This design comes from an exercise in tuning for small area on the open sky130 flow, not from production work. RTL that was checked went through simulation tests only; none was proved equivalent to the original. Power and IR drop assume default switching activity. No driver is modelled on the clock port, so clocking that relies on it looks cheaper here than on a real chip.

==> flow/design.v <==
`default_nettype none
package rv32_pkg;
    localparam logic [6:0] OPC_OP     = 7'b0110011;
    localparam logic [6:0] OPC_OP_IMM = 7'b0010011;
    localparam logic [6:0] OPC_LUI    = 7'b0110111;
    localparam logic [6:0] OPC_AUIPC  = 7'b0010111;
    localparam logic [6:0] OPC_BRANCH = 7'b1100011;
    localparam logic [6:0] OPC_JAL    = 7'b1101111;
    localparam logic [6:0] OPC_JALR   = 7'b1100111;
endpackage
`default_nettype wire
`timescale 1ns/1ns
`default_nettype none
module rv32i_core #(
    parameter logic [31:0] RESET_PC = '0
) (
    input  logic             clk,
    input  logic             rst,
    output logic [31:0]      imem_addr,
    input  logic [31:0]      imem_data,
    output logic             wb_valid,
    output logic [4:0]       wb_rd,
    output logic [31:0]      wb_data
);
    localparam logic [2:0] S_FETCH = 3'd0;   
    localparam logic [2:0] S_LD2   = 3'd1;   
    localparam logic [2:0] S_K0    = 3'd2;   
    localparam logic [2:0] S_K1    = 3'd3;
    localparam logic [2:0] S_K2    = 3'd4;
    localparam logic [2:0] S_K3    = 3'd5;
    localparam logic [2:0] S_CLR   = 3'd7;   
    logic [4:0] p;
    logic [2:0] st;
    logic       clr;
    logic       last;      
    assign last = &p;
    assign clr  = st == S_CLR;
    logic [31:0] ins;
    logic [2:0]  f3;
    logic [4:0]  rd;
    logic        is_op, is_opimm, is_lui, is_auipc, is_br, is_jal, is_jalr;
    logic        is_alu, is_shift, is_slt, is_jump, writes, rdnz, uses2;
    assign ins      = imem_data;
    assign f3       = ins[14:12];
    assign rd       = ins[11:7];
    assign is_op    = ins[6:0] == rv32_pkg::OPC_OP;
    assign is_opimm = ins[6:0] == rv32_pkg::OPC_OP_IMM;
    assign is_lui   = ins[6:0] == rv32_pkg::OPC_LUI;
    assign is_auipc = ins[6:0] == rv32_pkg::OPC_AUIPC;
    assign is_br    = ins[6:0] == rv32_pkg::OPC_BRANCH;
    assign is_jal   = ins[6:0] == rv32_pkg::OPC_JAL;
    assign is_jalr  = ins[6:0] == rv32_pkg::OPC_JALR;
    assign is_alu   = is_op || is_opimm;
    assign is_shift = is_alu && f3[1:0] == 2'b01;
    assign is_slt   = is_alu && f3[2:1] == 2'b01;
    assign is_jump  = is_jal || is_jalr;
    assign writes   = is_alu || is_lui || is_auipc || is_jump;
    assign rdnz     = rd != 5'd0;
    assign uses2    = is_op || is_br;
    logic f_ld2, f_exec, f_cmp, f_copy, f_shift, f_wb, f_npc;
    always_comb begin
        f_ld2   = 1'b0;
        f_exec  = 1'b0;
        f_cmp   = 1'b0;
        f_copy  = 1'b0;
        f_shift = 1'b0;
        f_wb    = 1'b0;
        f_npc   = 1'b0;
        if (!clr) begin
            f_ld2 = st == S_LD2;
            if (is_shift) begin
                f_copy  = st == S_K0;
                f_shift = st == S_K1;
                f_wb    = st == S_K2;
                f_npc   = st == S_K3;
            end else if (is_slt) begin
                f_cmp   = st == S_K0;
                f_exec  = st == S_K1;
                f_npc   = st == S_K2;
            end else if (is_br) begin
                f_cmp   = st == S_K0;
                f_npc   = st == S_K1;
            end else begin
                f_exec  = st == S_K0;
                f_npc   = st == S_K1;
            end
        end
    end
    always_ff @(posedge clk) begin
        if (rst) begin
            p   <= 5'd0;
            st  <= S_CLR;
        end else begin
            p <= p + 5'd1;
            if (last) begin
                if (clr || f_npc) st <= S_FETCH;
                else if (st == S_FETCH) st <= uses2 ? S_LD2 : S_K0;
                else st <= st + 3'd1;
            end
        end
    end
    logic [31:0] rbit;        
    logic        rd_we;       
    logic        rd_in;       
    logic [3:0]  wsel_hi;     
    logic [7:0]  wsel_lo;     
    assign rbit[0] = 1'b0;
    always_comb begin
        for (int i = 0; i < 4; i++) wsel_hi[i] = clr || (rd_we && rd[4:3] == i[1:0]);
        for (int i = 0; i < 8; i++) wsel_lo[i] = clr || rd[2:0] == i[2:0];
    end
    for (genvar r = 1; r < 32; r++) begin : g_reg
        logic [31:0] ring;
        always_ff @(posedge clk) begin
            ring <= {(wsel_hi[r / 8] && wsel_lo[r % 8]) ? (rd_in && !clr) : ring[0],
                     ring[31:1]};
        end
        assign rbit[r] = ring[0];
    end
    logic [4:0] sel;
    logic       ra;
    always_comb begin
        if (f_ld2) sel = ins[24:20];
        else if (f_wb || (f_npc && is_jalr && rdnz)) sel = rd;
        else sel = ins[19:15];
    end
    assign ra = rbit[sel];
    logic [13:2] pc;
    logic [31:0] pc_full;
    logic        pc_bit;
    logic        load;
    logic [31:0] bw;           
    logic        bw_in;
    logic [31:0] bw_next;
    assign pc_full   = {18'd0, pc, 2'b00};
    assign pc_bit    = pc_full[p];
    assign load      = (clr || f_npc) && last;
    assign bw_next   = {bw_in, bw[31:1]};
    assign imem_addr = pc_full;
    always_ff @(posedge clk) begin
        if (load) pc <= bw_next[13:2];
        bw <= bw_next;
    end
    logic fmt_i, fmt_u, fmt_b, fmt_j;
    logic imm;
    assign fmt_u = is_lui || is_auipc;
    assign fmt_b = is_br;
    assign fmt_j = is_jal;
    assign fmt_i = !(fmt_u || fmt_b || fmt_j);
    logic [3:0]  k_hi;
    logic        m_hi, m_mid, m_b;
    logic [1:0]  k_b;
    logic [15:0] ins_hi;
    logic [3:0]  ins_12, ins_16, ins_8;
    assign ins_hi = ins[31:16];
    assign ins_12 = ins[15:12];
    assign ins_16 = ins[19:16];
    assign ins_8  = ins[11:8];
    assign k_hi  = p[4] ? p[3:0] : {p[3] ^ p[2], !p[2], p[1:0]};
    assign m_hi  = ins_hi[k_hi];
    assign m_mid = p[2] ? ins_12[p[1:0]] : ins_16[p[1:0]];
    assign k_b   = {p[1] ~^ p[0], !p[0]};
    assign m_b   = ins_8[k_b];
    always_comb begin
        if (p == 5'd0) begin
            imm = fmt_i && m_hi;
        end else if (p <= 5'd4) begin
            imm = fmt_b ? m_b : (!fmt_u && m_hi);
        end else if (p <= 5'd10) begin
            imm = !fmt_u && m_hi;
        end else if (p == 5'd11) begin
            imm = fmt_b ? ins[7] : fmt_j ? ins[20] : (fmt_i && ins[31]);
        end else if (p <= 5'd19) begin
            imm = (fmt_u || fmt_j) ? m_mid : ins[31];
        end else if (p <= 5'd30) begin
            imm = fmt_u ? m_hi : ins[31];
        end else begin
            imm = ins[31];
        end
    end
    logic take;
    logic use_pc, use_four, sub;
    logic a, b, bx, cin, sum, cout;
    logic carry;
    logic cond;                
    assign take = is_jump || (is_br && cond);
    assign use_pc   = f_npc ? !(take && is_jalr) : (is_auipc || is_jump);
    assign use_four = f_npc ? !take : is_jump;
    assign sub      = f_cmp || (f_exec && is_op && f3 == 3'b000 && ins[30])
                      || (f_copy && !f3[2]);
    assign a    = use_pc ? pc_bit : (ra && !f_copy);
    assign b    = use_four ? (p == 5'd2) : (uses2 && !f_npc) ? bw[0] : imm;
    assign bx   = b ^ sub;
    assign cin  = (p == 5'd0) ? sub : carry;
    assign sum  = a ^ bx ^ cin;
    assign cout = (a & bx) | (a & cin) | (bx & cin);
    logic lt_s, lt_u, eq, cond_d;
    assign lt_u = !cout;
    assign lt_s = (a ^ b) ? a : !cout;
    assign eq   = !(cond || (a ^ b));
    always_comb begin
        case (f3)
            3'b000:  cond_d = is_br && eq;
            3'b001:  cond_d = is_br && !eq;
            3'b010:  cond_d = !is_br && lt_s;
            3'b011:  cond_d = !is_br && lt_u;
            3'b100:  cond_d = lt_s;
            3'b101:  cond_d = !lt_s;
            3'b110:  cond_d = lt_u;
            default: cond_d = !lt_u;
        endcase
    end
    always_ff @(posedge clk) begin
        carry <= cout;
        if (f_cmp) cond <= last ? cond_d : ((p != 5'd0 && cond) || (a ^ b));
        else if (last && f_copy) cond <= ra;
    end
    logic [4:0] tap;
    logic       left, arith;
    logic       in_range;    
    logic       valid;
    logic       shres;
    assign left   = !f3[2];
    assign arith  = ins[30];
    logic [5:0] cy;
    assign cy[0] = 1'b0;
    for (genvar i = 0; i < 5; i++) begin : g_cy
        assign cy[i + 1] = (p[i] && tap[i]) || (cy[i] && (p[i] || tap[i]));
    end
    assign in_range = !cy[5];
    assign valid  = left ? (!in_range || tap == 5'd0) : in_range;
    assign shres  = valid ? bw[tap] : (!left && arith && cond);
    always_ff @(posedge clk) begin
        if (f_copy && p < 5'd5) tap <= {sum, tap[4:1]};
    end
    logic res;
    always_comb begin
        if (is_lui) begin
            res = b;
        end else if (is_slt) begin
            res = (p == 5'd0) && cond;
        end else if (is_alu) begin
            case (f3)
                3'b100:  res = a ^ b;
                3'b110:  res = a | b;
                3'b111:  res = a & b;
                default: res = sum;
            endcase
        end else begin
            res = sum;
        end
    end
    always_comb begin
        rd_we = 1'b0;
        rd_in = res;
        bw_in = res;
        if (clr) begin
            bw_in = 1'b0;
        end else if (f_ld2) begin
            bw_in = ra;
        end else if (f_exec) begin
            rd_we = writes;
            if (is_jalr) rd_in = ra;
        end else if (f_copy) begin
            bw_in = ra;
        end else if (f_shift) begin
            rd_we = 1'b1;
            rd_in = shres;
            bw_in = bw[0];
        end else if (f_wb) begin
            bw_in = ra;
        end else if (f_npc) begin
            rd_we = is_jalr;
            rd_in = bw[0];
            bw_in = sum;
        end
    end
    assign wb_valid = f_npc && p == 5'd0 && writes && rdnz;
    assign wb_rd    = rd;
    assign wb_data  = bw;
endmodule
`default_nettype wire
clock: 8.5 ns
lec_check: 0
abc_area: 1
cap_margin: 20
core_margin: 2
core_utilization: 50
place_density: 0.65
slew_margin: 20
standard.sh (not shown) runs the stock make flow with config.mk's settings and CLKGATE_MAP_FILE= SYNTH_SCRIPT=/design/flow/synth_recipe.tcl, a recipe that flattens the netlist after the stock synthesis.
==> flow/flow/run.sh <==
#!/bin/bash
# Standard layout with three changes:
#  - ABC maps for area only (map -a) instead of the buffering/sizing area script;
#    registers are mapped before ABC runs, so they are the standard synthesis's
#  - CTS builds large sink clusters of clkbuf_16 and adds no dummy loads
#  - ports are buffered with buf_1
set -euo pipefail
cp -r "$FLOW_HOME/scripts" ./myscripts
printf 'strash\ndch\nmap -a\nmfs2\nstrash\ndch\nmap -a\ntopo\n' > ./myscripts/abc_area.script
export CTS_ARGS="-sink_clustering_enable -repair_clock_nets -dont_use_dummy_load -sink_clustering_size 32 -sink_clustering_max_diameter 100 -buf_list {sky130_fd_sc_hd__clkbuf_16}"
export BUFFER_PORTS_ARGS="-buffer_cell sky130_fd_sc_hd__buf_1"
bash standard.sh finish SCRIPTS_DIR="$PWD/myscripts" > standard.log 2>&1
Edit:
--- a/flow/design.v
+++ b/flow/design.v
@@ -121,7 +121,7 @@
     logic       ra;
     always_comb begin
         if (f_ld2) sel = ins[24:20];
-        else if (f_wb || (f_npc && is_jalr && rdnz)) sel = rd;
+        else if (f_wb) sel = rd;
         else sel = ins[19:15];
     end
     assign ra = rbit[sel];
@@ -259,8 +259,7 @@
         end else if (f_ld2) begin
             bw_in = ra;
         end else if (f_exec) begin
-            rd_we = writes;
-            if (is_jalr) rd_in = ra;
+            rd_we = writes && !is_jalr;
         end else if (f_copy) begin
             bw_in = ra;
         end else if (f_shift) begin
Combinational power increases by about 6%.
Clock power increases by about 2%.
Register-to-register slack is better by 250 ps.
Total power increases by 0.65%.
Worst setup slack is better by 310 ps.
Count of clock-buffer cells in the layout increases by 1.
Synthesized area stays flat.
Sequential share of layout area is about the same.
Clock skew increases by 41 ps.
Worst hold slack is worse by 42 ps.
Synthesized cell count increases by 0.31%.
Via count decreases by 0.88%.

* * *

// rv32i_core: RTL as listed in full above, without the edits since
clock: 8.5 ns
lec_check: 0
abc_area: 1
cap_margin: 20
core_margin: 2
core_utilization: 65
place_density: 0.75
slew_margin: 20
==> flow/flow/run.sh <==
#!/bin/bash
# Standard layout with three changes:
#  - ABC maps for area only (map -a) instead of the buffering/sizing area script;
#    registers are mapped before ABC runs, so they are the standard synthesis's
#  - CTS builds large sink clusters of clkbuf_16 and adds no dummy loads
#  - ports are buffered with buf_1
set -euo pipefail
cp -r "$FLOW_HOME/scripts" ./myscripts
printf 'strash\ndch\nmap -a\nstrash\ndch\nmap -a\ntopo\n' > ./myscripts/abc_area.script
export CTS_ARGS="-sink_clustering_enable -repair_clock_nets -dont_use_dummy_load -sink_clustering_size 28 -sink_clustering_max_diameter 100 -buf_list {sky130_fd_sc_hd__clkbuf_16}"
export BUFFER_PORTS_ARGS="-buffer_cell sky130_fd_sc_hd__buf_1"
bash standard.sh finish SCRIPTS_DIR="$PWD/myscripts" > standard.log 2>&1
==> next run, changes <==
--- a/flow/design.v
+++ b/flow/design.v
@@ -151,15 +151,9 @@
     logic        m_hi, m_mid, m_b;
     logic [1:0]  k_b;
-    logic [15:0] ins_hi;
-    logic [3:0]  ins_12, ins_16, ins_8;
-    assign ins_hi = ins[31:16];
-    assign ins_12 = ins[15:12];
-    assign ins_16 = ins[19:16];
-    assign ins_8  = ins[11:8];
     assign k_hi  = p[4] ? p[3:0] : {p[3] ^ p[2], !p[2], p[1:0]};
-    assign m_hi  = ins_hi[k_hi];
-    assign m_mid = p[2] ? ins_12[p[1:0]] : ins_16[p[1:0]];
-    assign k_b   = {p[1] ~^ p[0], !p[0]};
-    assign m_b   = ins_8[k_b];
+    assign m_hi  = ins[16 + k_hi];
+    assign m_mid = p[2] ? ins[12 + p[1:0]] : ins[16 + p[1:0]];
+    assign k_b   = p[1:0] - 2'd1;
+    assign m_b   = ins[8 + k_b];
     always_comb begin
         if (p == 5'd0) begin
@@ -223,10 +217,5 @@
     assign left   = !f3[2];
     assign arith  = ins[30];
-    logic [5:0] cy;
-    assign cy[0] = 1'b0;
-    for (genvar i = 0; i < 5; i++) begin : g_cy
-        assign cy[i + 1] = (p[i] && tap[i]) || (cy[i] && (p[i] || tap[i]));
-    end
-    assign in_range = !cy[5];
+    assign in_range = p <= ~tap;
     assign valid  = left ? (!in_range || tap == 5'd0) : in_range;
     assign shres  = valid ? bw[tap] : (!left && arith && cond);
Result: The changed run finished with timing, DRC and antenna clean. Cell count barely changes. Register-to-register slack improves by 0.12 ns. Design area barely changes. Maximum frequency grows by about 5%. Sequential cell count does not change. Global-route usage grows by 0.87 points. Setup slack improves by 0.37 ns. Sequential share of layout area shrinks by 0.14 points.

* * *

rv32i_core, a different RTL version from the one above (not shown whole).
Size: about 1700 cells after synthesis, roughly 1100 flip-flops, about 0.024 mm² of cells after synthesis.
==> flow/config.mk <==
export PLATFORM = sky130hd
export DESIGN_NAME = rv32i_core
export DESIGN_NICKNAME = rv32i_core
export VERILOG_FILES = /design/flow/design.v
export SDC_FILE = /design/flow/constraint.sdc
export NUM_CORES = 4
export LEC_CHECK = 0
export ABC_AREA = 1
export CAP_MARGIN = 20
export CORE_MARGIN = 2
export CORE_UTILIZATION = 40
export SLEW_MARGIN = 20
==> flow/constraint.sdc <==
create_clock -name core_clock -period 8.5 [get_ports {clk}]
set_input_delay 1.7000 -clock core_clock [delete_from_list [all_inputs] [get_ports {clk}]]
set_output_delay 1.7000 -clock core_clock [all_outputs]
set_load 0.01 [all_outputs]
Scripts as last shown in full above: flow/flow/run.sh
Then changed:
--- a/flow/design.v
+++ b/flow/design.v
@@ -20,27 +20,29 @@
     input  logic [31:0]      imem_data,
     output logic             wb_valid,
     output logic [4:0]       wb_rd,
     output logic [31:0]      wb_data
 );
     localparam logic [2:0] S_FETCH = 3'd0;   
     localparam logic [2:0] S_LD2   = 3'd1;   
     localparam logic [2:0] S_K0    = 3'd2;   
     localparam logic [2:0] S_K1    = 3'd3;
     localparam logic [2:0] S_K2    = 3'd4;
     localparam logic [2:0] S_K3    = 3'd5;
+    localparam logic [2:0] S_CLR   = 3'd7;   
     logic [4:0] p;
     logic [2:0] st;
-    logic       clr;       
+    logic       clr;
     logic       last;      
     assign last = &p;
+    assign clr  = st == S_CLR;
     logic [31:0] ins;
     logic [2:0]  f3;
     logic [4:0]  rd;
     logic        is_op, is_opimm, is_lui, is_auipc, is_br, is_jal, is_jalr;
     logic        is_alu, is_shift, is_slt, is_jump, writes, rdnz, uses2;
     assign ins      = imem_data;
     assign f3       = ins[14:12];
     assign rd       = ins[11:7];
     assign is_op    = ins[6:0] == rv32_pkg::OPC_OP;
     assign is_opimm = ins[6:0] == rv32_pkg::OPC_OP_IMM;
     assign is_lui   = ins[6:0] == rv32_pkg::OPC_LUI;
@@ -79,28 +81,26 @@
                 f_cmp   = st == S_K0;
                 f_npc   = st == S_K1;
             end else begin
                 f_exec  = st == S_K0;
                 f_npc   = st == S_K1;
             end
         end
     end
     always_ff @(posedge clk) begin
         if (rst) begin
             p   <= 5'd0;
-            st  <= S_FETCH;
-            clr <= 1'b1;
+            st  <= S_CLR;
         end else begin
             p <= p + 5'd1;
             if (last) begin
-                clr <= 1'b0;
                 if (clr || f_npc) st <= S_FETCH;
                 else if (st == S_FETCH) st <= uses2 ? S_LD2 : S_K0;
                 else st <= st + 3'd1;
             end
         end
     end
     logic [31:0] rbit;        
     logic        rd_we;       
     logic        rd_in;       
     logic [3:0]  wsel_hi;     
     logic [7:0]  wsel_lo;     
@@ -158,68 +158,67 @@
             imm = fmt_b ? ins[7] : fmt_j ? ins[20] : (fmt_i && ins[31]);
         end else if (p <= 5'd19) begin
             imm = (fmt_u || fmt_j) ? ins[p] : ins[31];
         end else begin
             imm = fmt_u ? ins[p] : ins[31];
         end
     end
     logic take;
     logic use_pc, use_four, sub;
     logic a, b, bx, cin, sum, cout;
     logic carry;
-    logic neq;
     logic cond;                
     assign take = is_jump || (is_br && cond);
     assign use_pc   = f_npc ? !(take && is_jalr) : (is_auipc || is_jump);
     assign use_four = f_npc ? !take : is_jump;
-    assign sub      = f_cmp || (f_exec && is_op && f3 == 3'b000 && ins[30]);
-    assign a    = use_pc ? pc_bit : ra;
+    assign sub      = f_cmp || (f_exec && is_op && f3 == 3'b000 && ins[30])
+                      || (f_copy && !f3[2]);
+    assign a    = use_pc ? pc_bit : (ra && !f_copy);
     assign b    = use_four ? (p == 5'd2) : (uses2 && !f_npc) ? bw[0] : imm;
     assign bx   = b ^ sub;
     assign cin  = (p == 5'd0) ? sub : carry;
     assign sum  = a ^ bx ^ cin;
     assign cout = (a & bx) | (a & cin) | (bx & cin);
     logic lt_s, lt_u, eq, cond_d;
     assign lt_u = !cout;
     assign lt_s = (a ^ b) ? a : !cout;
-    assign eq   = !(neq || (a ^ b));
+    assign eq   = !(cond || (a ^ b));
     always_comb begin
         case (f3)
             3'b000:  cond_d = is_br && eq;
             3'b001:  cond_d = is_br && !eq;
             3'b010:  cond_d = !is_br && lt_s;
             3'b011:  cond_d = !is_br && lt_u;
             3'b100:  cond_d = lt_s;
             3'b101:  cond_d = !lt_s;
             3'b110:  cond_d = lt_u;
             default: cond_d = !lt_u;
         endcase
     end
     always_ff @(posedge clk) begin
         carry <= cout;
-        neq   <= (p != 5'd0 && neq) || (a ^ b);
-        if (last && f_cmp) cond <= cond_d;
-        else if (last && f_copy) cond <= a;
-    end
-    logic [4:0] sh;
+        if (f_cmp) cond <= last ? cond_d : ((p != 5'd0 && cond) || (a ^ b));
+        else if (last && f_copy) cond <= ra;
+    end
+    logic [4:0] tap;
     logic       left, arith;
-    logic [4:0] tap;
+    logic       in_range;    
     logic       valid;
     logic       shres;
-    assign left  = !f3[2];
-    assign arith = ins[30];
-    assign tap   = left ? (5'd0 - sh) : sh;
-    assign valid = left ? (p >= sh) : ({1'b0, p} + {1'b0, sh} <= 6'd31);
-    assign shres = valid ? bw[tap] : (!left && arith && cond);
-    always_ff @(posedge clk) begin
-        if (f_copy && p < 5'd5) sh <= {b, sh[4:1]};
+    assign left   = !f3[2];
+    assign arith  = ins[30];
+    assign in_range = p <= ~tap;
+    assign valid  = left ? (!in_range || tap == 5'd0) : in_range;
+    assign shres  = valid ? bw[tap] : (!left && arith && cond);
+    always_ff @(posedge clk) begin
+        if (f_copy && p < 5'd5) tap <= {sum, tap[4:1]};
     end
     logic res;
     always_comb begin
         if (is_lui) begin
             res = b;
         end else if (is_slt) begin
             res = (p == 5'd0) && cond;
         end else if (is_alu) begin
             case (f3)
                 3'b100:  res = a ^ b;
                 3'b110:  res = a | b;
=> Synthesized area fell by 0.86%; clock power is about the same; routed wire length goes down by 0.97%; setup slack improved by 15 ps; synthesized cell count came out lower by 2.1%; sequential cell count drops by 2; core utilization shrinks by 0.24 points; fmax stays flat.
No run of this note included a check of the RTL's function; only the layout flow was run.

==> re-timing with driven ports <==
How much do the figures lean on ideal ports? The routed layouts below were timed once more, with nothing changed but the port constraints. Step 1 sets driving cells, clkbuf_16 on the clock port and buf_2 on the other inputs (assumed; they add their load-dependent delay and slew). Step 2 times the ports against the registers' clock, not the clock port: input delays grow and output delays shrink by t, the midpoint of the rising clock arrivals with the driver on. Three values: ideal ports, drivers, drivers and shift; two values: the first two.
| run | t (ns) | setup WS [ns] | clock arrival spread, ns |
|---|---|---|---|
| the first run of note 1 | 0.625 | 0.734 / 0.760 / 0.134 | 0.041 / 0.041 |
| the second run of note 1 | 0.617 | 1.048 / 1.077 / 0.459 | 0.078 / 0.077 |
| the first run of note 2 | 0.611 | 0.742 / 0.768 / 0.157 | 0.076 / 0.076 |
| the second run of note 2 | 0.630 | 1.115 / 1.146 / 0.516 | 0.072 / 0.072 |
| the first run of note 3 | 0.637 | 0.812 / 0.846 / 0.209 | 0.052 / 0.052 |
| the second run of note 3 | 0.627 | 0.827 / 0.855 / 0.228 | 0.036 / 0.036 |
After both steps every run listed still meets setup and hold. For the first run of note 3, which loses most, drivers alone change the setup slack by +0.034 ns; drivers and shift together by -0.603 ns.
